Context: an optimization exercise on an open-source flow, tuned for a short achievable clock period and few clock cycles. The choices shown serve that exercise and are no tape-out recipe.
Where RTL was checked, it was by simulation tests only, not by an equivalence proof against the original.
For runs 1 and 2, only the layout was checked, not whether the RTL still works.
Power is estimated from default activity; no workload was simulated.

==> design/flow/run.sh <==
#!/bin/bash
# synth_recipe.tcl (not shown) runs the flow's synth.tcl, then flattens the netlist and writes it again
# the make line also repeats each setting of config.mk as NAME=value (left out here)
make -C /OpenROAD-flow-scripts/flow DESIGN_CONFIG=/design/flow/config.mk WORK_HOME=/design/flow/orfs CLKGATE_MAP_FILE= SYNTH_SCRIPT=/design/flow/synth_recipe.tcl finish
==> design/flow/config.mk <==
export PLATFORM = sky130hd
export DESIGN_NAME = sxp
export DESIGN_NICKNAME = sxp
export VERILOG_FILES = /design/flow/design.v
export SDC_FILE = /design/flow/constraint.sdc
export NUM_CORES = 4
export LEC_CHECK = 0
export ABC_CLOCK_PERIOD_IN_PS = 1500
export CAP_MARGIN = 50
export CORE_MARGIN = 2
export CORE_UTILIZATION = 40
export SETUP_SLACK_MARGIN = 3.8
export SLEW_MARGIN = 75
export TNS_END_PERCENT = 20
==> design/flow/constraint.sdc <==
create_clock -name core_clock -period 7.0 [get_ports {clk}]
set_input_delay 1.4000 -clock core_clock [delete_from_list [all_inputs] [get_ports {clk}]]
set_output_delay 1.4000 -clock core_clock [all_outputs]
set_load 0.01 [all_outputs]
==> design/flow/design.v <==
`default_nettype none
package sxp_pkg;
  typedef logic [32-1:0] data_t;      
  typedef logic [32-1:0] inst_t;      
  typedef logic [4-1:0]   rf_addr_t;   
  typedef logic [16-1:0]  imm_t;       
  typedef logic [3:0]             cvnz_t;      
  typedef enum logic [1:0] {
    DEST_REG   = 2'b00,
    DEST_JUMP  = 2'b01,
    DEST_STORE = 2'b10,
    DEST_NONE  = 2'b11    
  } dest_cfg_e;
  typedef enum logic [2:0] {
    SRC_RR = 3'b000,   
    SRC_RI = 3'b001,   
    SRC_PR = 3'b010,   
    SRC_PI = 3'b011    
  } src_cfg_e;
  typedef enum logic [2:0] {
    ALU_ADD, ALU_SUB, ALU_AND, ALU_OR, ALU_XOR, ALU_SHL, ALU_SHR, ALU_PASSB
  } alu_op_e;
  typedef enum logic [3:0] {
    WB_RESULT = 4'b0000,
    WB_Z      = 4'b0100,
    WB_N      = 4'b0101,
    WB_V      = 4'b0110,
    WB_C      = 4'b0111
  } wb_cfg_e;
endpackage
`default_nettype wire
`default_nettype none
import sxp_pkg::*;
module sxp_alu
(
  input  wire [7:0]             op1h,    
  input  wire                   res,     
  input  wire [3:0]             flg1h,   
  input  wire sxp_pkg::data_t   a,
  input  wire sxp_pkg::data_t   b,
  input  wire sxp_pkg::data_t   bn,      
  input  wire sxp_pkg::data_t   as,      
  input  wire [4:0]             shl_n,   
  input  wire [4:0]             shr_n,
  output sxp_pkg::data_t        v
);
  localparam int MSB = 32 - 1;
  sxp_pkg::data_t       pa;      
  sxp_pkg::data_t       ga;
  logic [32:0] ca;
  sxp_pkg::data_t       ps;      
  sxp_pkg::data_t       gs;
  logic [32:0] cs;
  sxp_pkg::data_t       sum;
  sxp_pkg::data_t       diff;
  logic                 y31_rest;
  logic                 v0_rest;
  logic                 fa0;
  logic                 fa1;
  logic                 fs0;
  logic                 fs1;
  sxp_pkg::data_t       shl;
  sxp_pkg::data_t       shr;
  sxp_pkg::data_t       y;
  logic                 z;
  assign pa = a ^ b;
  assign ga = a & b;
  assign ps = a ^ bn;
  assign gs = a & bn;
  sxp_carry i_ca (.p(pa), .g(ga), .cin(1'b0), .c(ca));
  sxp_carry i_cs (.p(ps), .g(gs), .cin(1'b1), .c(cs));
  assign sum  = pa ^ ca[MSB:0];
  assign diff = ps ^ cs[MSB:0];
  assign shl  = as << shl_n;
  assign shr  = as >> shr_n;
  assign y[MSB-1:0] = ({(32-1){op1h[ALU_ADD]}}   & sum[MSB-1:0])  |
                      ({(32-1){op1h[ALU_SUB]}}   & diff[MSB-1:0]) |
                      ({(32-1){op1h[ALU_AND]}}   & ga[MSB-1:0])   |
                      ({(32-1){op1h[ALU_OR]}}    & (a[MSB-1:0] | b[MSB-1:0])) |
                      ({(32-1){op1h[ALU_XOR]}}   & pa[MSB-1:0])   |
                      ({(32-1){op1h[ALU_SHL]}}   & shl[MSB-1:0])  |
                      ({(32-1){op1h[ALU_SHR]}}   & shr[MSB-1:0])  |
                      ({(32-1){op1h[ALU_PASSB]}} & b[MSB-1:0]);
  assign y31_rest = (op1h[ALU_AND] & ga[MSB]) | (op1h[ALU_OR] & (a[MSB] | b[MSB])) |
                    (op1h[ALU_XOR] & pa[MSB]) | (op1h[ALU_SHL] & shl[MSB]) |
                    (op1h[ALU_SHR] & shr[MSB]) | (op1h[ALU_PASSB] & b[MSB]);
  assign y[MSB] = y31_rest |
                  (op1h[ALU_ADD] & (ca[MSB] ? ~pa[MSB] : pa[MSB])) |
                  (op1h[ALU_SUB] & (cs[MSB] ? ~ps[MSB] : ps[MSB]));
  sxp_pkg::data_t mshl;
  sxp_pkg::data_t mshr;
  always_comb
    for (int i = 0; i < 32; i++)
    begin
      mshl[i] = (i + shl_n) < 32;    
      mshr[i] = i >= shr_n;                   
    end
  assign z = (op1h[ALU_ADD]   & ((a ^ b) == {(a[MSB-1:0] | b[MSB-1:0]), 1'b0})) |
             (op1h[ALU_SUB]   & (a == b))                                       |
             (op1h[ALU_AND]   & ((a & b) == '0))                                |
             (op1h[ALU_OR]    & ((a | b) == '0))                                |
             (op1h[ALU_XOR]   & (a == b))                                       |
             (op1h[ALU_SHL]   & ((as & mshl) == '0))                            |
             (op1h[ALU_SHR]   & ((as & mshr) == '0))                            |
             (op1h[ALU_PASSB] & (b == '0));
  assign fa0 = (flg1h[1] & pa[MSB]) | (flg1h[3] & ga[MSB]) | (flg1h[2] & ga[MSB]);
  assign fa1 = (flg1h[1] & ~pa[MSB]) | (flg1h[3] & (ga[MSB] | pa[MSB])) |
               (flg1h[2] & ~(ga[MSB] | pa[MSB]));
  assign fs0 = (flg1h[1] & ps[MSB]) | (flg1h[3] & gs[MSB]) | (flg1h[2] & gs[MSB]);
  assign fs1 = (flg1h[1] & ~ps[MSB]) | (flg1h[3] & (gs[MSB] | ps[MSB])) |
               (flg1h[2] & ~(gs[MSB] | ps[MSB]));
  assign v0_rest = (res & y[0]) | (flg1h[0] & z) | (flg1h[1] & y31_rest);
  assign v[MSB:1] = {(32-1){res}} & y[MSB:1];
  assign v[0]     = v0_rest | (op1h[ALU_ADD] & (ca[MSB] ? fa1 : fa0)) |
                    (op1h[ALU_SUB] & (cs[MSB] ? fs1 : fs0));
endmodule
`default_nettype wire
`default_nettype none
module sxp_carry
(
  input  wire [32-1:0] p,
  input  wire [32-1:0] g,
  input  wire                   cin,
  output logic [32:0]  c
);
  localparam int W = 32;
  localparam int L = $clog2(W);
  logic [W-1:0] gg [0:L];
  logic [W-1:0] pp [0:L];
  always_comb
  begin
    gg[0]    = g;
    pp[0]    = p;
    gg[0][0] = g[0] | (p[0] & cin);
    for (int l = 0; l < L; l++)
      for (int i = 0; i < W; i++)
        if (i >= (1 << l))
        begin
          gg[l+1][i] = gg[l][i] | (pp[l][i] & gg[l][i-(1<<l)]);
          pp[l+1][i] = pp[l][i] & pp[l][i-(1<<l)];
        end
        else
        begin
          gg[l+1][i] = gg[l][i];
          pp[l+1][i] = pp[l][i];
        end
  end
  assign c = {gg[L], cin};
endmodule
`default_nettype wire
`default_nettype none
import sxp_pkg::*;
module sxp_regf
(
  input  wire                    clk,
  input  wire                    reset_b,
  input  wire sxp_pkg::rf_addr_t addra,
  input  wire sxp_pkg::rf_addr_t addrb,
  input  wire sxp_pkg::rf_addr_t addrc,   
  input  wire                    wec,
  input  wire sxp_pkg::data_t    dc,
  output sxp_pkg::data_t         qra,
  output sxp_pkg::data_t         qrb
);
  sxp_pkg::data_t regs [0:16-1];
  always_ff @(posedge clk or negedge reset_b)
  begin
    if (!reset_b)
    begin
      for (int i = 0; i < 16; i++)
        regs[i] <= '0;
    end
    else if (wec)
      regs[addrc] <= dc;
  end
  assign qra = regs[addra];
  assign qrb = regs[addrb];
endmodule
`default_nettype wire
`default_nettype none
import sxp_pkg::*;
module sxp_fetch
#(
  parameter int N = 4,   
  parameter int T = 12   
)
(
  input  wire                 clk,
  input  wire                 reset_b,
  input  wire                 redir_v,       
  input  wire                 redir_w,       
  input  wire sxp_pkg::data_t v_w,
  input  wire                 redir_seq,     
  input  wire sxp_pkg::data_t v,
  input  wire sxp_pkg::data_t seq_pc,
  input  wire                 redir_d,       
  input  wire sxp_pkg::data_t tgt_d,
  input  wire                 upd,           
  input  wire                 upd_taken,     
  input  wire sxp_pkg::data_t upd_pc,
  input  wire sxp_pkg::data_t upd_tgt,
  input  wire [N-1:0]         upd_hit,       
  input  wire sxp_pkg::inst_t mem_inst,
  output sxp_pkg::data_t      mem_pc,
  output logic                vld_d,
  output sxp_pkg::inst_t      ir_d,
  output sxp_pkg::rf_addr_t   ra_d,          
  output sxp_pkg::rf_addr_t   rb_d,
  output sxp_pkg::data_t      pc_d,
  output sxp_pkg::data_t      pc1_d,
  output sxp_pkg::data_t      predn_d,       
  output logic                ptaken_d,
  output logic [N-1:0]        hit_d
);
  sxp_pkg::data_t pc;
  sxp_pkg::data_t pc_o;
  sxp_pkg::data_t pc1;
  sxp_pkg::data_t predn;
  sxp_pkg::data_t tgt;
  logic [N-1:0]   hit;
  logic [N-1:0]   bv;
  logic [T-1:0]   btag [0:N-1];
  sxp_pkg::data_t btgt [0:N-1];
  logic [N-1:0]   alloc;    
  logic           redirect;
  assign redirect = redir_v | redir_w | redir_seq;
  assign pc1 = pc + sxp_pkg::data_t'(1);
  always_comb
  begin
    tgt = '0;
    for (int i = 0; i < N; i++)
    begin
      hit[i] = bv[i] & (btag[i] == pc[T-1:0]);
      tgt    = tgt | (hit[i] ? btgt[i] : '0);
    end
  end
  assign predn  = (|hit) ? tgt : pc1;
  assign mem_pc = pc_o;
  logic           vld_x;
  logic           ptaken_x;
  sxp_pkg::data_t pc_x;
  sxp_pkg::data_t pc1_x;
  sxp_pkg::data_t predn_x;
  logic [N-1:0]   hit_x;
  always_ff @(posedge clk or negedge reset_b)
  begin
    if (!reset_b)
    begin
      pc    <= '0;
      pc_o  <= '0;
      vld_x <= 1'b0;
      vld_d <= 1'b0;
    end
    else
    begin
      pc    <= redir_v ? v : (redir_w ? v_w : (redir_seq ? seq_pc : (redir_d ? tgt_d : predn)));
      pc_o  <= ({32{redir_v}} & v) | ({32{redir_w}} & v_w) |
               ({32{redir_seq & ~redir_w}} & seq_pc) |
               ({32{redir_d & ~redir_w & ~redir_seq}} & tgt_d) |
               ({32{~redir_v & ~redir_w & ~redir_seq & ~redir_d}} & predn);
      vld_x <= ~redirect & ~redir_d;
      vld_d <= vld_x & ~redirect & ~redir_d;
    end
  end
  always_ff @(posedge clk)
  begin
    pc_x     <= pc;
    pc1_x    <= pc1;
    predn_x  <= predn;
    ptaken_x <= |hit;
    hit_x    <= hit;
    pc_d     <= pc_x;
    pc1_d    <= pc1_x;
    predn_d  <= predn_x;
    ptaken_d <= ptaken_x;
    hit_d    <= hit_x;
    ir_d     <= mem_inst;
    ra_d     <= mem_inst[27] ? mem_inst[19:16] : mem_inst[15:12];   
    rb_d     <= mem_inst[11:8];
  end
  logic [N-1:0]   wsel;
  logic [N-1:0]   wr_2;     
  logic [N-1:0]   clr_2;    
  sxp_pkg::data_t upd_pc_2;
  sxp_pkg::data_t upd_tgt_2;
  assign wsel = (|upd_hit) ? upd_hit : alloc;
  always_ff @(posedge clk or negedge reset_b)
  begin
    if (!reset_b)
    begin
      bv    <= '0;
      alloc <= {{(N-1){1'b0}}, 1'b1};
      wr_2  <= '0;
      clr_2 <= '0;
    end
    else
    begin
      wr_2  <= (upd && upd_taken) ? wsel : '0;
      clr_2 <= (upd && !upd_taken) ? upd_hit : '0;
      if (upd && upd_taken && !(|upd_hit))
        alloc <= {alloc[N-2:0], alloc[N-1]};
      bv    <= (bv | wr_2) & ~clr_2;
    end
  end
  always_ff @(posedge clk)
  begin
    upd_pc_2  <= upd_pc;
    upd_tgt_2 <= upd_tgt;
    for (int i = 0; i < N; i++)
      if (wr_2[i])
      begin
        btag[i] <= upd_pc_2[T-1:0];
        btgt[i] <= upd_tgt_2;
      end
  end
endmodule
`default_nettype wire
`default_nettype none
import sxp_pkg::*;
module sxp_execute
#(
  parameter int N = 8
)
(
  input  wire                    clk,
  input  wire                    reset_b,
  input  wire                    vld_d,
  input  wire sxp_pkg::inst_t    ir_d,
  input  wire sxp_pkg::rf_addr_t ra_d,
  input  wire sxp_pkg::rf_addr_t rb_d,
  input  wire sxp_pkg::data_t    pc_d,
  input  wire sxp_pkg::data_t    pc1_d,
  input  wire sxp_pkg::data_t    predn_d,
  input  wire                    ptaken_d,
  input  wire [N-1:0]            hit_d,
  input  wire sxp_pkg::data_t    qra,
  input  wire sxp_pkg::data_t    qrb,
  output logic                   wec,      
  output sxp_pkg::rf_addr_t      addrc,
  output sxp_pkg::data_t         wb_data,
  output logic                   redir_v,     
  output logic                   redir_w,     
  output logic                   redir_seq,   
  output sxp_pkg::data_t         seq_pc,
  output logic                   redir_d,
  output sxp_pkg::data_t         tgt_d,
  output logic                   upd,
  output logic                   upd_taken,
  output sxp_pkg::data_t         upd_pc,
  output sxp_pkg::data_t         upd_tgt,
  output logic [N-1:0]           upd_hit,
  output sxp_pkg::data_t         v,        
  output logic                   spw_we,
  output sxp_pkg::data_t         spw_addr,
  output sxp_pkg::data_t         spw_data
);
  sxp_pkg::dest_cfg_e dest_cfg;
  sxp_pkg::src_cfg_e  src_cfg;
  sxp_pkg::wb_cfg_e   wb_cfg;
  logic               a_pc;
  logic               b_imm;
  logic               fa;
  logic               fb;
  logic               fa2;
  logic               fb2;
  sxp_pkg::data_t     qa;
  sxp_pkg::data_t     qb;
  sxp_pkg::data_t     imm_d;
  logic               flag_sel;
  logic [7:0]         op1h_d;
  logic [3:0]         flg1h_d;
  logic               imm_jump;     
  sxp_pkg::data_t     tk;
  logic               tgt_ok;       
  logic               vld_e;
  logic               ok_e;         
  logic               taken_any;
  logic               we_any;
  logic               live_e;       
  sxp_pkg::dest_cfg_e dest_e;
  logic [7:0]         op1h_e;
  logic               res_e;
  logic [3:0]         flg1h_e;
  sxp_pkg::rf_addr_t  rd_e;
  logic               cond_e;
  logic               jz_e;
  logic               pr_add_e;     
  sxp_pkg::data_t     a_e;
  sxp_pkg::data_t     b_e;
  sxp_pkg::data_t     b_x;          
  sxp_pkg::data_t     bn_e;         
  sxp_pkg::data_t     as_e;         
  logic [4:0]         shl_e;        
  logic [4:0]         shr_e;
  sxp_pkg::data_t     pc_e;
  sxp_pkg::data_t     pc1_e;
  sxp_pkg::data_t     predn_e;
  logic               ptaken_e;     
  logic [N-1:0]       hit_e;
  logic               taken;
  logic               to_next;      
  logic               to_skip;      
  logic               skip1;
  logic               redirect;
  logic               we_e;
  logic               st_e;
  logic               mis_w;
  logic               chk_w;
  logic               st_w;
  sxp_pkg::data_t     b_w;
  logic               taken_w;
  sxp_pkg::data_t     v_w;
  sxp_pkg::data_t     predn_w;
  sxp_pkg::rf_addr_t  rd_w;
  sxp_pkg::data_t     pc_w;
  sxp_pkg::data_t     pc1_w;
  logic [N-1:0]       hit_w;
  assign dest_cfg = sxp_pkg::dest_cfg_e'(ir_d[31:30]);
  assign src_cfg  = sxp_pkg::src_cfg_e'(ir_d[29:27]);
  assign wb_cfg   = sxp_pkg::wb_cfg_e'(ir_d[23:20]);
  assign a_pc     = src_cfg[1];
  assign b_imm    = src_cfg[0];
  assign flag_sel = (wb_cfg[3:2] == 2'b01);
  assign imm_d    = sxp_pkg::data_t'(ir_d[15:0]);
  always_comb
  begin
    op1h_d  = '0;
    flg1h_d = '0;
    op1h_d[ir_d[26:24]] = 1'b1;
    if (flag_sel)
      flg1h_d[wb_cfg[1:0]] = 1'b1;
  end
  assign imm_jump = vld_d & (dest_cfg == DEST_JUMP) & ~flag_sel &
                    (((src_cfg == SRC_PI) & (op1h_d[ALU_ADD] | op1h_d[ALU_PASSB])) |
                     ((src_cfg == SRC_RI) & op1h_d[ALU_PASSB]));
  assign tgt_d    = op1h_d[ALU_ADD] ? pc1_d + imm_d : imm_d;
  assign tk       = (pc1_d & imm_d) | ((pc1_d ^ imm_d) & ~predn_d);
  assign tgt_ok   = op1h_d[ALU_ADD] ? ((pc1_d ^ imm_d ^ predn_d) == {tk[32-2:0], 1'b0}) :
                                      (imm_d == predn_d);
  assign redir_d  = imm_jump & ~tgt_ok & ~redir_seq & ~taken_any;
  assign fa  = ~a_pc  & we_any & (rd_e == ra_d);
  assign fb  = ~b_imm & we_any & (rd_e == rb_d);
  assign fa2 = wec & (addrc == ra_d);
  assign fb2 = wec & (addrc == rb_d);
  assign qa  = fa2 ? wb_data : qra;
  assign qb  = fb2 ? wb_data : qrb;
  always_ff @(posedge clk or negedge reset_b)
  begin
    if (!reset_b)
      vld_e <= 1'b0;
    else
      vld_e <= vld_d & ~redirect & ~skip1;
  end
  always_ff @(posedge clk)
  begin
    live_e   <= ~src_cfg[2];
    dest_e   <= dest_cfg;
    op1h_e   <= op1h_d;
    res_e    <= ~flag_sel;
    flg1h_e  <= flg1h_d;
    rd_e     <= ir_d[19:16];
    cond_e   <= ir_d[0] & ~src_cfg[0];   
    jz_e     <= ir_d[1];
    pr_add_e <= (src_cfg == SRC_PR) & op1h_d[ALU_ADD] & ~flag_sel;
    a_e      <= fa ? v : (a_pc ? pc1_d : qa);
    b_e      <= fb ? v : (b_imm ? imm_d : qb);
    bn_e     <= fb ? ~v : (b_imm ? ~imm_d : ~qb);
    as_e     <= ({32{fa}} & v) | ({32{~fa & a_pc}} & pc1_d) |
                ({32{~fa & ~a_pc}} & qa);
    b_x      <= ({32{fb}} & v) | ({32{~fb & b_imm}} & imm_d) |
                ({32{~fb & ~b_imm}} & qb);
    shl_e    <= b_imm ? ir_d[4:0] : (fb ? v[4:0] : qb[4:0]);
    shr_e    <= ({5{fb}} & v[4:0]) | ({5{~fb & b_imm}} & ir_d[4:0]) |
                ({5{~fb & ~b_imm}} & qb[4:0]);
    pc_e     <= pc_d;
    pc1_e    <= pc1_d;
    predn_e  <= redir_d ? tgt_d : predn_d;
    ptaken_e <= ptaken_d | (imm_jump & (redir_d | tgt_ok));
    hit_e    <= hit_d;
  end
  sxp_alu i_alu (
    .op1h(op1h_e), .res(res_e), .flg1h(flg1h_e), .a(a_e), .b(b_e), .bn(bn_e), .as(as_e), .shl_n(shl_e),
    .shr_n(shr_e), .v(v)
  );
  assign taken_any = vld_e & live_e & (dest_e == DEST_JUMP) & (~cond_e | (b_x[0] ^ jz_e));
  assign we_any    = vld_e & live_e & (dest_e == DEST_REG);
  assign ok_e      = ~redir_w;
  assign taken     = taken_any & ok_e;
  assign we_e      = we_any & ok_e;
  assign st_e      = vld_e & live_e & (dest_e == DEST_STORE) & ok_e;
  assign to_next   = pr_add_e & (b_x == '0);
  assign to_skip   = pr_add_e & (b_x == sxp_pkg::data_t'(1));
  assign skip1     = taken & ~ptaken_e & to_skip & vld_d & ~ptaken_d;
  assign redir_v   = taken & ~ptaken_e & ~to_next & ~skip1;
  assign redir_seq = vld_e & ~taken_any & ptaken_e;
  assign redirect  = redir_v | redir_seq | redir_w;
  assign seq_pc    = pc1_e;
  always_ff @(posedge clk)
  begin
    if (st_w)
    begin
      spw_addr <= b_w;
      spw_data <= v_w;
    end
    b_w      <= b_x;
    taken_w  <= taken;
    v_w      <= v;
    predn_w  <= predn_e;
    rd_w     <= rd_e;
    pc_w     <= pc_e;
    pc1_w    <= pc1_e;
    hit_w    <= hit_e;
  end
  always_ff @(posedge clk or negedge reset_b)
  begin
    if (!reset_b)
    begin
      spw_we <= 1'b0;
      st_w   <= 1'b0;
      mis_w  <= 1'b0;
      chk_w  <= 1'b0;
      wec    <= 1'b0;
    end
    else
    begin
      wec    <= we_e;
      st_w   <= st_e;
      spw_we <= st_w;
      mis_w  <= (redir_v | redir_seq | skip1) & ok_e;
      chk_w  <= taken & ptaken_e;
    end
  end
  assign addrc     = rd_w;
  assign wb_data   = v_w;
  assign redir_w   = chk_w & (v_w != predn_w);
  assign upd       = mis_w | redir_w;
  assign upd_taken = taken_w & (v_w != pc1_w);
  assign upd_pc    = pc_w;
  assign upd_tgt   = v_w;
  assign upd_hit   = hit_w;
endmodule
`default_nettype wire
`default_nettype none
import sxp_pkg::*;
module sxp
(
  input  wire                 clk,
  input  wire                 reset_b,
  input  wire sxp_pkg::inst_t mem_inst,   
  output sxp_pkg::data_t      mem_pc,     
  output logic                spw_we,     
  output sxp_pkg::data_t      spw_addr,
  output sxp_pkg::data_t      spw_data
);
  localparam int N = 4;
  logic              vld_d;
  sxp_pkg::inst_t    ir_d;
  sxp_pkg::rf_addr_t ra_d;
  sxp_pkg::rf_addr_t rb_d;
  sxp_pkg::data_t    pc_d;
  sxp_pkg::data_t    pc1_d;
  sxp_pkg::data_t    predn_d;
  logic              ptaken_d;
  logic [N-1:0]      hit_d;
  sxp_pkg::data_t    qra;
  sxp_pkg::data_t    qrb;
  logic              wec;
  sxp_pkg::rf_addr_t addrc;
  sxp_pkg::data_t    wb_data;
  sxp_pkg::data_t    v_e;
  logic              redir_v;
  logic              redir_seq;
  logic              redir_w;
  sxp_pkg::data_t    seq_pc;
  logic              redir_d;
  sxp_pkg::data_t    tgt_d;
  logic              upd;
  logic              upd_taken;
  sxp_pkg::data_t    upd_pc;
  sxp_pkg::data_t    upd_tgt;
  logic [N-1:0]      upd_hit;
  sxp_fetch #(.N(N)) i_fetch (
    .clk(clk), .reset_b(reset_b), .redir_v(redir_v), .redir_w(redir_w), .v_w(wb_data),
    .redir_seq(redir_seq), .v(v_e),
    .seq_pc(seq_pc), .redir_d(redir_d), .tgt_d(tgt_d), .upd(upd), .upd_taken(upd_taken), .upd_pc(upd_pc), .upd_tgt(upd_tgt),
    .upd_hit(upd_hit), .mem_inst(mem_inst), .mem_pc(mem_pc), .vld_d(vld_d),
    .ir_d(ir_d), .ra_d(ra_d), .rb_d(rb_d), .pc_d(pc_d), .pc1_d(pc1_d),
    .predn_d(predn_d), .ptaken_d(ptaken_d), .hit_d(hit_d)
  );
  sxp_regf i_regf (
    .clk(clk), .reset_b(reset_b), .addra(ra_d), .addrb(rb_d), .addrc(addrc),
    .wec(wec), .dc(wb_data), .qra(qra), .qrb(qrb)
  );
  sxp_execute #(.N(N)) i_execute (
    .clk(clk), .reset_b(reset_b), .vld_d(vld_d), .ir_d(ir_d), .ra_d(ra_d), .rb_d(rb_d),
    .pc_d(pc_d), .pc1_d(pc1_d), .predn_d(predn_d), .ptaken_d(ptaken_d), .hit_d(hit_d),
    .qra(qra), .qrb(qrb), .wec(wec), .addrc(addrc),
    .wb_data(wb_data), .redir_v(redir_v), .redir_w(redir_w), .redir_seq(redir_seq), .seq_pc(seq_pc),
    .redir_d(redir_d), .tgt_d(tgt_d),
    .upd(upd),
    .upd_taken(upd_taken), .upd_pc(upd_pc), .upd_tgt(upd_tgt), .upd_hit(upd_hit),
    .v(v_e), .spw_we(spw_we), .spw_addr(spw_addr), .spw_data(spw_data)
  );
endmodule
`default_nettype wire
==> reports/metrics.yaml, run 1 <==
hold_path:
  holdPathStages: 0
  hold_start: "i_fetch.ir_d[18]"
  hp-class: "reg -> reg"
  holdPathEnd: "i_execute.rd_e[2]"
placed_design:
  gp_congestion: 1.06
  pre_cts_ws_ns: 2.93
  placement.cell_area_um2: 77200
  port_buffers: 130
  dp.cells: 8289
  hpwl_um: 208000
finish:
  regArea_um2: 35700
  final_nets: 6583
  area_growth_pct: 26.2
  multiInputGateArea_um2: 34100
  final_layout_size_suffix_gt1_share_pct: 32.0
  nFillCells: 14600
  fin_cells: 8756
  fin_area_um2: 86300
floorplan:
  ios: 131
  fp.coreArea_um2: 170000
  die_w_um: 418
  num_rows: 151
  die_h_um: 418
  start_util_pct: 40.3
  die-area_um2: 174000
sta:
  worstMarginPinSlew_ns: 0.404
  max_freq_mhz: 277
  finalHoldViolCount: 0
  finalSetupViolations: 0
  slew_viol_final: 0
  fin_crit_ns: 3.61
  finalHoldWorstSlack_ns: 0.268
  tns_ns: 0
  maxSlewHeadroom_pct: 72.3
  finClkSkew_ns: 0.0770
  finalCritPeriodShare_pct: 51.6
  worst_slack_ns: 3.39
  rsz0062_at_grt: "yes"
setup_path:
  path_class: "reg -> reg"
  critPathLaunch: "i_fetch.predn_d[5]"
  reg2reg_from: "i_fetch.predn_d[5]"
  r2r_cells: 16
  worstPathMaxFanout: 5
  r2r_slack_ns: 3.39
  worstPathArrival_ns: 4.32
  start_kind: "flop"
  end_kind: "flop"
  reg2reg_to: "i_fetch.pc[25]"
  cp.required_ns: 7.71
yosys:
  synth-seq-cells: 1500
  synth_area_leaders: "dfrtp_1 22%, dfxtp_1 19%, edfxtp_1 11%"
  avgSynthCellArea_um2: 11.3
  mappedNetlistArea_um2: 68400
  syn_nets: 6263
  synthCells: 6077
  yosysSeqAreaShare_pct: 51.8
  yosys_warnings: 10
  synth_edf_count: 240
  synth_cell_types: 113
  ys_async_sr_fraction_pct: 40.0
  synth_ff_type: "dfxtp_1"
  synth_top_area_share_pct: 21.9
  yosysTopAreaCell: "dfrtp_1"
route:
  drtAntennaViolNets: 0
  wirelength_um: 294000
  drcViolationCount: 0
  viasPerCell: 6.48
  dr.pass1.iters: 7
  wire_per_inst_um: 33.6
  vias: 56700
  drt_iter0_drc: 7973
clock_network:
  clk-insertion-delay-late_ns: 0.86
  cts_buffer_depth: 3
  numCtsBuffers: 159
  hold_buffers: 0
  cts_root_buffer: "clkbuf_16"
  cts_tree: "done"
  clk_transition_reported_paths_ns: 0.06
  cts-htree-levels: 4
  cts.sinks: 1500
run:
  cap_violations: 0
grt:
  grt_pass1_vias: 55100
  antenna_found_initial: 13
  grtUsageTotal_pct: 32.9
  grt_overflow: 0
  grt_pass1_wl_um: 413000
  grt_max_degree: 45
pwr:
  p_leak_nw: 35.3
  ir_drop_uv: 284
  p_per_area_nw_per_um2: 320
outcome:
  status: "finished clean"
-- report_power, final --
| group | leakage [nW] | total (mW) | switching (mW) | internal (mW) |
|---|---|---|---|---|
| registers | 15.9 | 11.4 | 1.28 | 10.1 |
| logic | 16.7 | 7.23 | 4.32 | 2.91 |
| clock network | 2.76 | 8.97 | 3.79 | 5.18 |
-- critical path: stages, from the launching register on --
cell and delay, ns:
dfxtp_4 0.37, inv_2 0.04, fa_2 0.57, xor2_4 0.29
nand4_1 0.39, nor4_4 0.44, nand3_2 0.14, buf_6 0.14
buf_6 0.10, buf_6 0.10, nand4_1 0.12, buf_4 0.15
buf_6 0.11, nor2_4 0.04, a221oi_2 0.23, buf_4 0.17
o211ai_1 0.08
-- cell type report --
type,instances,area share (%)
sequential,1500,41.3
multi-input combinational,3903,39.5
timing repair buffer,651,8.61
clock buffer,221,5.36
tap,2218,3.22
clock inverter,74,1.17
inverter,182,0.829
antenna,7,0.0203
-- flip-flops by register name, indices dropped and copies added (netlist names), 28 cells and up --
signal / count
i_execute.bn_e: 32
i_execute.b_x: 28
i_execute.spw_addr: 32
i_regf.regs: 512
i_execute.a_e: 32
i_fetch.pc: 32
i_fetch.btag: 48
i_execute.v_w: 32
i_fetch.upd_tgt_2: 32
i_fetch.predn_d: 32
i_fetch.btgt: 128
i_execute.pc1_e: 32
i_execute.predn_w: 32
i_execute.b_w: 32
i_fetch.pc1_d: 32
i_execute.as_e: 32
i_execute.predn_e: 32
i_fetch.pc_o: 32
i_execute.b_e: 32
i_fetch.ir_d: 32
i_fetch.predn_x: 32
i_execute.pc1_w: 32
i_execute.spw_data: 32
i_fetch.pc1_x: 32
-- placed cells by master, fill, tap and decap left out, types with 72 or more instances in the layout --
| master | synthesis | final |
|---|---|---|
| a21oi_1 | 216 | 179 |
| a22o_1 | 85 | 85 |
| a22oi_1 | 450 | 433 |
| buf_4 | 14 | 206 |
| buf_6 | 7 | 72 |
| clkbuf_16 | 0 | 168 |
| clkdlybuf4s50_1 | 0 | 126 |
| dfrtp_1 | 599 | 585 |
| dfxtp_1 | 660 | 555 |
| dfxtp_2 | 0 | 79 |
| edfxtp_1 | 240 | 240 |
| ha_1 | 133 | 79 |
| inv_1 | 177 | 163 |
| mux2_2 | 557 | 553 |
| nand2_1 | 333 | 317 |
| nand3_1 | 119 | 114 |
| nand4_1 | 144 | 144 |
| nor2_1 | 232 | 192 |
| o21ai_0 | 270 | 167 |
| xnor2_1 | 124 | 110 |
| xor2_1 | 181 | 165 |
-- worst max path at each step --
stage / to / slack, ns / cells after the start
floorplan: i_fetch.pc[26] / 3.97 / 13
global placement: i_fetch.pc_o[23] / 2.29 / 9
detailed placement: i_fetch.pc_o[14] / 2.93 / 13
CTS: i_fetch.pc[26] / 3.50 / 15
global route: i_fetch.pc[25] / 3.31 / 16
finish: i_fetch.pc[25] / 3.39 / 16
-- stage by stage --
stage          power [mW]  utilization [%]
2_1_floorplan        14.3                -
3_3_place_gp         17.1             42.6
3_5_place_dp         17.7             45.5
4_1_cts              27.1             49.9
5_1_grt              28.4             50.9
6_report             27.6             50.9
-- synthesized netlist by cell type (52+ instances only) --
cell type	n
a21o_1	61
a21oi_1	216
a221oi_1	89
a22o_1	85
a22oi_1	450
buf_2	55
clkbuf_1	374
dfrtp_1	599
dfxtp_1	660
edfxtp_1	240
ha_1	133
inv_1	177
mux2_2	557
mux2i_1	66
mux4_2	60
nand2_1	333
nand3_1	119
nand4_1	144
nor2_1	232
nor3_1	52
nor4_1	75
o21ai_0	270
o22ai_1	77
xnor2_1	124
xor2_1	181
-- logic make-up after synthesis --
kind of cell,Yosys count,share of synthesized area (%)
flip-flops,1500,51.8
XOR/XNOR,305,3.91
AND/OR/NAND/NOR,1144,8.42
AO/OA/AOI/OAI,1617,16.8
multiplexers,683,12.1
buffers and inverters,676,3.96
adder cells (fa/ha/maj),152,2.99
-- metal layers --
metal	track usage, %	up-vias	share of wire [%]
met5	0.111	-	0.066
met4	21.4	18	8.0
met3	9.91	1110	11
met2	48.9	3861	43
met1	41.5	28300	38
li1	-	23400	-
-- timing repair --
| item | 4_1_cts | 5_1_grt |
|---|---|---|
| buffers inserted | 90 | 55 |
| gates cloned | 7 | 3 |
| endpoints found under the setup margin | 263 | 237 |
| pin swaps | 91 | 73 |
| gates resized for setup | 227 | 114 |
==> inputs of run 2 (changes only) <==
--- a/design/flow/design.v
+++ b/design/flow/design.v
@@ -254,10 +254,11 @@
     else
     begin
       pc    <= redir_v ? v : (redir_w ? v_w : (redir_seq ? seq_pc : (redir_d ? tgt_d : predn)));
-      pc_o  <= ({32{redir_v}} & v) | ({32{redir_w}} & v_w) |
-               ({32{redir_seq & ~redir_w}} & seq_pc) |
-               ({32{redir_d & ~redir_w & ~redir_seq}} & tgt_d) |
-               ({32{~redir_v & ~redir_w & ~redir_seq & ~redir_d}} & predn);
+      pc_o  <= redir_v ? v :
+               (({32{redir_w}} & v_w) |
+                ({32{redir_seq & ~redir_w}} & seq_pc) |
+                ({32{redir_d & ~redir_w & ~redir_seq}} & tgt_d) |
+                ({32{~redir_w & ~redir_seq & ~redir_d}} & predn));
       vld_x <= ~redirect & ~redir_d;
       vld_d <= vld_x & ~redirect & ~redir_d;
     end
==> reports/metrics.yaml, run 2 <==
outcome:
  status: "finished clean"  # unchanged
pwr:
  p_per_area_nw_per_um2: 326  # was 320 nW/µm²
  ir_drop_uv: 300  # was 284 µV
  p_leak_nw: 35.1  # was 35.3 nW
route:
  viasPerCell: 6.52  # was 6.48
  dr.pass1.iters: 7  # unchanged
  wire_per_inst_um: 34.4  # was 33.6 µm
  vias: 57300  # was 56.7k
  drcViolationCount: 0  # unchanged
  drt_iter0_drc: 8487  # was 7973
  wirelength_um: 302000  # was 294000 µm
  drtAntennaViolNets: 0  # unchanged
finish:
  layout_commonest_cell: "dfrtp_1"  # unchanged
  final_layout_size_suffix_gt1_share_pct: 31.3  # was 32.0%
  nFillCells: 14700  # was 14.6k
  final_nets: 6620  # was 6583
  largest_register_ffs: 512  # unchanged
  regArea_um2: 35700  # about the same
  multiInputGateArea_um2: 34300  # was 34100 µm²
  top_register: "i_regf.regs"  # unchanged
  layout_common_cells: "582 x dfrtp_1, 550 x mux2_2, 517 x dfxtp_1"  # was 585 x dfrtp_1, 555 x dfxtp_1, 553 x mux2_2
  largest_registers: "i_regf.regs (512), i_fetch.btgt (128), i_fetch.btag (48)"  # unchanged
  fin_util_pct: 51.0  # was 50.9%
  area_growth_pct: 26.4  # was 26.2%
grt:
  grt_pass1_vias: 55200  # was 55.1k
  grt_overflow: 0  # unchanged
  grtUsageTotal_pct: 33.9  # was 32.9%
  grt_max_degree: 54  # was 45
  grt_pass1_wl_um: 423000  # was 413000 µm
  antenna_found_initial: 13  # unchanged
floorplan:
  die-area_um2: 174000  # about the same
  die_w_um: 418  # about the same
  die_h_um: 418  # about the same
  ios: 131  # unchanged
  num_rows: 151  # unchanged
  start_util_pct: 40.3  # about the same
  fp.coreArea_um2: 170000  # unchanged
clock_network:
  clk-insertion-delay-late_ns: 0.85  # was 0.86 ns
  cts.sinks: 1500  # unchanged
  clk_transition_reported_paths_ns: 0.06  # about the same
  numCtsBuffers: 160  # was 159
  cts_tree: "done"  # unchanged
  cts_buffer_depth: 3  # unchanged
  cts_root_buffer: "clkbuf_16"  # unchanged
  hold_buffers: 0  # unchanged
  cts-htree-levels: 4  # unchanged
yosys:
  synth_common_cells: "660 x dfxtp_1, 599 x dfrtp_1, 551 x mux2_2"  # was 660 x dfxtp_1, 599 x dfrtp_1, 557 x mux2_2
  synth_area_leaders: "dfrtp_1 22%, dfxtp_1 19%, edfxtp_1 11%"  # unchanged
  synth_ff_type: "dfxtp_1"  # unchanged
  synthXorXnorAreaFrac_pct: 3.83  # was 3.91%
  avgSynthCellArea_um2: 11.1  # was 11.3 µm²
  mappedNetlistArea_um2: 68400  # about the same
  yosysSeqAreaShare_pct: 51.8  # about the same
  synth_top_area_share_pct: 21.9  # about the same
  yosysTopAreaCell: "dfrtp_1"  # unchanged
  synth_edf_count: 240  # unchanged
  yosysMostFrequentCell: "dfxtp_1"  # unchanged
  synth_top_family_by_area: "compound AO/OA/AOI/OAI gates"  # unchanged
  synth-seq-cells: 1500  # unchanged
  synth-simple-area-share_pct: 8.75  # was 8.42%
  ys_async_sr_fraction_pct: 40.0  # unchanged
  muxShareOfSynthArea_pct: 12.2  # was 12.1%
  yosys_warnings: 10  # unchanged
  synth_fa_ha_area_share_pct: 2.99  # about the same
  syn_nets: 6349  # was 6263
  synthCells: 6163  # was 6077
  synth_compound_area_share_pct: 16.6  # was 16.8%
  synth_cell_types: 85  # was 113
sta:
  worst_slack_ns: 3.40  # was 3.39 ns
  worstMarginPinSlew_ns: 0.465  # was 0.404 ns
  tns_ns: 0  # unchanged
  rsz0062_at_grt: "yes"  # unchanged
  finalCritPeriodShare_pct: 51.4  # was 51.6%
  finClkSkew_ns: 0.0638  # was 0.0770 ns
  max_freq_mhz: 278  # was 277 MHz
  maxSlewHeadroom_pct: 69.0  # was 72.3%
  finalSetupViolations: 0  # unchanged
  fin_crit_ns: 3.60  # was 3.61 ns
  finalHoldViolCount: 0  # unchanged
  slew_viol_final: 0  # unchanged
  finalHoldWorstSlack_ns: 0.314  # was 0.268 ns
setup_path:
  crit_slowest_cell: "a221o_1"  # was fa_2
  path_class: "reg -> reg"  # unchanged
  worstPathArrival_ns: 4.28  # was 4.32 ns
  cp.required_ns: 7.67  # was 7.71 ns
  cpPeakStageDelay_ns: 0.41  # was 0.57 ns
  start_kind: "flop"  # unchanged
  worstPathMaxFanout: 5  # unchanged
  path_cells: "inv_2 -> ha_4 -> inv_2 -> fa_2 -> a21o_4 -> a221o_1 -> o211a_1 -> a311oi_4 -> buf_4 -> buf_6 -> nor2_4 -> xor2_4 -> a221oi_4 -> buf_6 -> o21ai_1"  # was inv_2 -> fa_2 -> xor2_4 -> nand4_1 -> nor4_4 -> nand3_2 -> buf_6 -> buf_6 -> buf_6 -> nand4_1 -> buf_4 -> buf_6 -> nor2_4 -> a221oi_2 -> buf_4 -> o211ai_1
  end_kind: "flop"  # unchanged
run:
  cap_violations: 0  # unchanged
hold_path:
  hp-class: "reg -> reg"  # unchanged
placed_design:
  pre_cts_ws_ns: 2.10  # was 2.93 ns
  port_buffers: 130  # unchanged
  gp_congestion: 1.08  # was 1.06
  hpwl_um: 213000  # was 208000 µm
==> run 2: what timing repair did <==
| action | in CTS | in global routing |
|---|---|---|
| gates resized for setup | 244 | 73 |
| pin swaps | 74 | 34 |
| cloned | 8 | 0 |
| setup buffers | 74 | 23 |
| setup endpoints to repair | 245 | 190 |
==> run 2: metrics by stage <==
stage / instances / power (mW) / cell area, µm²
floorplan: 6163 / 14.5 / 68400
global placement: 8171 / 17.5 / 72300
detailed placement: 8367 / 18.2 / 77800
CTS: 8746 / 27.7 / 85400
global route: 8787 / 29.0 / 86500
finish: 8790 / 28.2 / 86500
==> run 2: cells by family after synthesis <==
logic type	Yosys count
AOI/OAI and AO/OA	1638
DFF	1500
and+or+nand+nor	1207
buffers and inverters	688
muxes	679
xor gates and xnor gates	299
adders and majority gates	152
==> run 2: final timing paths <==
path,from,cells past startpoint,end,slack [ns]
setup reg to reg,i_execute.a_e[0],15,i_execute.a_e[20],3.40
hold / removal,i_fetch.predn_x[24],0,i_fetch.predn_d[24],0.31
hold reg to reg,i_fetch.predn_x[24],0,i_fetch.predn_d[24],0.31
setup / recovery,i_execute.a_e[0],15,i_execute.a_e[20],3.40
max in group asynchronous,reset_b,7,i_regf.regs[10][28],4.89
min in group asynchronous,reset_b,1,i_regf.regs[1][1],0.36
==> run 2: final cells by class <==
type / count / share of cell area [%]
sequential: 1500 / 41.3
multi-input combinational: 3976 / 39.7
timing repair buffer: 613 / 8.34
clock buffer: 214 / 5.19
tap: 2218 / 3.21
clock inverter: 83 / 1.50
inverter: 183 / 0.810
antenna: 3 / 0.00868
==> run 2: report_power, final <==
group | switching [mW] | internal (mW) | leakage (nW) | total, mW
registers | 1.44 | 10.2 | 15.9 | 11.6
clock network | 3.84 | 5.37 | 2.78 | 9.20
logic | 4.43 | 2.92 | 16.4 | 7.35
total | 9.71 | 18.5 | 35.1 | 28.2
==> run 2: metal layers <==
layer	vias up	part of all wire [%]	track usage, %
li1	23600	-	-
met1	28700	39	44.6
met2	3996	42	49.4
met3	1059	11	9.28
met4	8	7.6	21.1
met5	-	0.047	0
==> run 2: worst max-delay path, delay by kind of cell (launching register included) <==
family                     cells  cell delay (ns)
AOI/OAI and AO/OA              6             1.76
buffers and inverters          5             0.58
adders and majority gates      2             0.49
DFF                            1             0.32
xor gates and xnor gates       1             0.22
and+or+nand+nor                1             0.04
==> inputs of run 3 (changes only) <==
--- a/design/flow/design.v
+++ b/design/flow/design.v
@@ -124,7 +124,7 @@
   output logic [32:0]  c
 );
   localparam int W = 32;
-  localparam int L = $clog2(W);
+  localparam int L = 5;             
   logic [W-1:0] gg [0:L];
   logic [W-1:0] pp [0:L];
   always_comb
@@ -371,8 +371,7 @@
   logic [7:0]         op1h_d;
   logic [3:0]         flg1h_d;
   logic               imm_jump;     
-  sxp_pkg::data_t     tk;
-  logic               tgt_ok;       
+  logic               seq_ok;       
   logic               vld_e;
   logic               ok_e;         
   logic               taken_any;
@@ -435,10 +434,8 @@
                     (((src_cfg == SRC_PI) & (op1h_d[ALU_ADD] | op1h_d[ALU_PASSB])) |
                      ((src_cfg == SRC_RI) & op1h_d[ALU_PASSB]));
   assign tgt_d    = op1h_d[ALU_ADD] ? pc1_d + imm_d : imm_d;
-  assign tk       = (pc1_d & imm_d) | ((pc1_d ^ imm_d) & ~predn_d);
-  assign tgt_ok   = op1h_d[ALU_ADD] ? ((pc1_d ^ imm_d ^ predn_d) == {tk[32-2:0], 1'b0}) :
-                                      (imm_d == predn_d);
-  assign redir_d  = imm_jump & ~tgt_ok & ~redir_seq & ~taken_any;
+  assign seq_ok   = op1h_d[ALU_ADD] ? (ir_d[15:0] == '0) : (imm_d == pc1_d);
+  assign redir_d  = imm_jump & ~ptaken_d & ~seq_ok & ~redir_seq & ~taken_any;
   assign fa  = ~a_pc  & we_any & (rd_e == ra_d);
   assign fb  = ~b_imm & we_any & (rd_e == rb_d);
   assign fa2 = wec & (addrc == ra_d);
@@ -476,7 +473,7 @@
     pc_e     <= pc_d;
     pc1_e    <= pc1_d;
     predn_e  <= redir_d ? tgt_d : predn_d;
-    ptaken_e <= ptaken_d | (imm_jump & (redir_d | tgt_ok));
+    ptaken_e <= ptaken_d | (imm_jump & (redir_d | seq_ok));
     hit_e    <= hit_d;
   end
   sxp_alu i_alu (
==> reports/metrics.yaml, run 3 <==
sta:
  finalSetupViolations: 0  # unchanged
  slew_viol_final: 0  # unchanged
  max_freq_mhz: 288  # was 278 MHz
  finClkSkew_ns: 0.0427  # was 0.0638 ns
  worst_slack_ns: 3.52  # was 3.40 ns
  maxSlewHeadroom_pct: 71.8  # was 69.0%
  finalHoldWorstSlack_ns: 0.314  # about the same
  tns_ns: 0  # unchanged
  rsz0062_at_grt: "yes"  # unchanged
  fin_crit_ns: 3.48  # was 3.60 ns
  worstMarginPinSlew_ns: 0.419  # was 0.465 ns
  finalCritPeriodShare_pct: 49.6  # was 51.4%
  finalHoldViolCount: 0  # unchanged
clock_network:
  cts.sinks: 1500  # unchanged
  cts_buffer_depth: 3  # unchanged
  cts_root_buffer: "clkbuf_16"  # unchanged
  clk_transition_reported_paths_ns: 0.07  # was 0.06 ns
  numCtsBuffers: 156  # was 160
  cts_tree: "done"  # unchanged
  cts-htree-levels: 4  # unchanged
  clk-insertion-delay-late_ns: 0.83  # was 0.85 ns
placed_design:
  gp_congestion: 1.05  # was 1.08
  pre_cts_ws_ns: 3.11  # was 2.10 ns
  dp.cells: 8369  # was 8367
  placement.cell_area_um2: 76000  # was 77800 µm²
  hpwl_um: 204000  # was 213000 µm
  port_buffers: 130  # unchanged
yosys:
  yosysMostFrequentCell: "dfxtp_1"  # unchanged
  ys_async_sr_fraction_pct: 40.0  # unchanged
  synth_area_leaders: "dfrtp_1 22%, dfxtp_1 20%, edfxtp_1 11%"  # was dfrtp_1 22%, dfxtp_1 19%, edfxtp_1 11%
  synth_compound_area_share_pct: 17.1  # was 16.6%
  synth-seq-cells: 1500  # unchanged
  syn_nets: 6284  # was 6349
  yosysSeqAreaShare_pct: 52.5  # was 51.8%
  synth_top_family_by_area: "compound AO/OA/AOI/OAI gates"  # unchanged
  avgSynthCellArea_um2: 11.0  # was 11.1 µm²
  synth_cell_types: 96  # was 85
  synth_ff_type: "dfxtp_1"  # unchanged
  synth-simple-area-share_pct: 9.25  # was 8.75%
  synth_top_area_share_pct: 22.2  # was 21.9%
  mappedNetlistArea_um2: 67500  # was 68400 µm²
  synth_edf_count: 240  # unchanged
  synthCells: 6128  # was 6163
  synthXorXnorAreaFrac_pct: 3.26  # was 3.83%
  muxShareOfSynthArea_pct: 11.7  # was 12.2%
  synth_common_cells: "660 x dfxtp_1, 599 x dfrtp_1, 534 x mux2_2"  # was 660 x dfxtp_1, 599 x dfrtp_1, 551 x mux2_2
  synth_fa_ha_area_share_pct: 2.29  # was 2.99%
  yosys_warnings: 10  # unchanged
  yosysTopAreaCell: "dfrtp_1"  # unchanged
finish:
  final_layout_size_suffix_gt1_share_pct: 31.5  # was 31.3%
  layout_commonest_cell: "dfrtp_1"  # unchanged
  layout_common_cells: "578 x dfrtp_1, 544 x dfxtp_1, 533 x mux2_2"  # was 582 x dfrtp_1, 550 x mux2_2, 517 x dfxtp_1
  largest_registers: "i_regf.regs (512), i_fetch.btgt (128), i_fetch.btag (48)"  # unchanged
  regArea_um2: 35700  # about the same
  top_register: "i_regf.regs"  # unchanged
  fin_cells: 8821  # was 8790
  fin_area_um2: 85400  # was 86500 µm²
  nFillCells: 14500  # was 14.7k
  final_nets: 6631  # was 6620
  area_growth_pct: 26.5  # was 26.4%
  multiInputGateArea_um2: 33400  # was 34300 µm²
  fin_util_pct: 51.0  # about the same
  largest_register_ffs: 512  # unchanged
setup_path:
  worstPathMaxFanout: 6  # was 5
  reg2reg_to: "i_execute.bn_e[0]"  # was i_execute.a_e[20]
  reg2reg_from: "i_execute.shl_e[1]"  # was i_execute.a_e[0]
  r2r_cells: 13  # was 15
  crit_slowest_cell: "mux4_2"  # was a221o_1
  start_kind: "flop"  # unchanged
  end_kind: "flop"  # unchanged
  path_cells: "buf_12 -> buf_12 -> mux4_2 -> mux2_4 -> mux2_4 -> nor2b_4 -> o41ai_4 -> buf_2 -> o31ai_4 -> a2111oi_4 -> buf_4 -> and4_4 -> o21a_1"  # was inv_2 -> ha_4 -> inv_2 -> fa_2 -> a21o_4 -> a221o_1 -> o211a_1 -> a311oi_4 -> buf_4 -> buf_6 -> nor2_4 -> xor2_4 -> a221oi_4 -> buf_6 -> o21ai_1
  r2r_slack_ns: 3.52  # was 3.40 ns
  cpPeakStageDelay_ns: 0.50  # was 0.41 ns
  worstPathArrival_ns: 4.21  # was 4.28 ns
  path_buf_inv: 4  # was 5
  crit_family: "multiplexers"  # was compound AO/OA/AOI/OAI gates
  cp.required_ns: 7.74  # was 7.67 ns
  path_class: "reg -> reg"  # unchanged
floorplan:
  die-area_um2: 172000  # was 174000 µm²
  die_w_um: 415  # was 418 µm
  ios: 131  # unchanged
  fp.coreArea_um2: 167000  # was 170000 µm²
  start_util_pct: 40.3  # about the same
  num_rows: 150  # was 151
  die_h_um: 415  # was 418 µm
route:
  top_layer: "met5"  # unchanged
  wirelength_um: 294000  # was 302000 µm
  wl_met1_um: 112000  # was 118000 µm
  drcViolationCount: 0  # unchanged
  dr.pass1.iters: 12  # was 7
  wire_per_inst_um: 33.3  # was 34.4 µm
  vias: 57700  # was 57.3k
  met2WireLength_um: 124000  # was 128000 µm
  drtAntennaViolNets: 0  # unchanged
  viasPerCell: 6.54  # was 6.52
  dr_wl_met3_um: 34700  # was 33400 µm
  drt_iter0_drc: 7633  # was 8487
pwr:
  ir_drop_uv: 225  # was 300 µV
  p_leak_nw: 34.9  # was 35.1 nW
  power_mw: 26.8  # was 28.2 mW
  p_per_area_nw_per_um2: 314  # was 326 nW/µm²
grt:
  grt_max_degree: 54  # unchanged
  antenna_found_initial: 16  # was 13
  grtUsageTotal_pct: 32.8  # was 33.9%
  grt_overflow: 0  # unchanged
  grt_pass1_wl_um: 411000  # was 423000 µm
  grt_pass1_vias: 55500  # was 55.2k
hold_path:
  holdPathEnd: "i_fetch.predn_d[3]"  # was i_fetch.predn_d[24]
  hp-class: "reg -> reg"  # unchanged
  holdPathStages: 0  # unchanged
  hold_start: "i_fetch.predn_x[3]"  # was i_fetch.predn_x[24]
outcome:
  status: "finished clean"  # unchanged
run:
  cap_violations: 0  # unchanged
[run 3: worst max path at each step]
stage | from | endpoint | cells past startpoint
2_1_floorplan | i_execute.a_e[0] | i_fetch.pc[16] | 13
4_1_cts | i_execute.shl_e[1] | i_execute.bn_e[0] | 13
6_report | i_execute.shl_e[1] | i_execute.bn_e[0] | 13
5_1_grt | i_execute.shl_e[1] | i_execute.bn_e[0] | 13
3_3_place_gp | i_execute.shr_e[2] | i_fetch.pc[13] | 8
3_5_place_dp | i_execute.shr_e[0] | i_execute.b_e[19] | 11
[run 3: what timing repair did]
action / 4_1_cts / 5_1_grt
pin swaps: 52 / 62
endpoints found under the setup margin: 236 / 213
resized for setup: 230 / 185
cloned: 10 / 6
hold buffers: 0 / 0
buffers inserted: 58 / 55
[run 3: final cells by class]
cell class	count	area share, %
well taps	2204	3.23
multi-input cells	3957	39.1
clock inverters	67	0.970
repair buffers	690	8.70
inverters	170	0.768
diodes	8	0.0234
flip-flops and latches	1500	41.8
clock buffers	225	5.38
[run 3: worst register-to-register path, stage by stage, from the launching register on]
cell,delay (ns)
dfxtp_4,0.36
buf_12,0.11
buf_12,0.10
mux4_2,0.50
mux2_4,0.30
mux2_4,0.29
nor2b_4,0.14
o41ai_4,0.30
buf_2,0.22
o31ai_4,0.11
a2111oi_4,0.23
buf_4,0.20
and4_4,0.37
o21a_1,0.16
[run 3: cells by family after synthesis]
group	after synthesis
mux	664
fa+ha+maj	122
flops	1500
simple gates	1242
xor+xnor	251
buf+inv	673
compound gates	1676
[run 3: routing by layer]
metal  global-route usage (%)  vias to the layer above
li1                         -                    23700
met1                     41.9                    28800
met2                     48.5                     4075
met3                     9.76                     1129
met4                     20.8                        8
met5                        0                        -
[run 3: power breakdown]
part / total, mW / internal, mW / leakage, nW / switching (mW)
Combinational: 6.70 / 2.70 / 16.3 / 3.99
Sequential: 11.5 / 10.1 / 15.9 / 1.34
Clock: 8.67 / 4.93 / 2.65 / 3.74
Total: 26.8 / 17.8 / 34.9 / 9.07
Testbench counts of run 3, summed over its fixed seeds: cycles 22,940.

==> afterwards: timing with drivers on the ports <==
No port has a modelled driver above. Below, the same layouts with a new extraction and two added sets of constraints.
Step 1, drivers: a clkbuf_16 drives clk and a buf_2 each remaining input, both assumed.
Step 2 adds t to the input delays and takes it off the output delays; t is the mean of the earliest and latest rising clock arrival at the registers after step 1. Input paths then give back, and output paths get back, about the clock's delay inside the block.
Slacks: no drivers / after step 1 / after step 2; pairs: no drivers / after step 1.
| run | t (ns) | setup WS [ns] | latest minus earliest clock arrival (ns) | worst slew at a driven data input, ns |
|---|---|---|---|---|
| run 1 | 0.893 | 3.386 / 3.386 / 3.386 | 0.077 / 0.077 | 0.11 |
| run 2 | 0.904 | 3.399 / 3.399 / 3.399 | 0.064 / 0.064 | 0.06 |
| run 3 | 0.891 | 3.525 / 3.525 / 3.525 | 0.045 / 0.045 | 0.07 |
After both steps setup and hold are still met in every run listed.
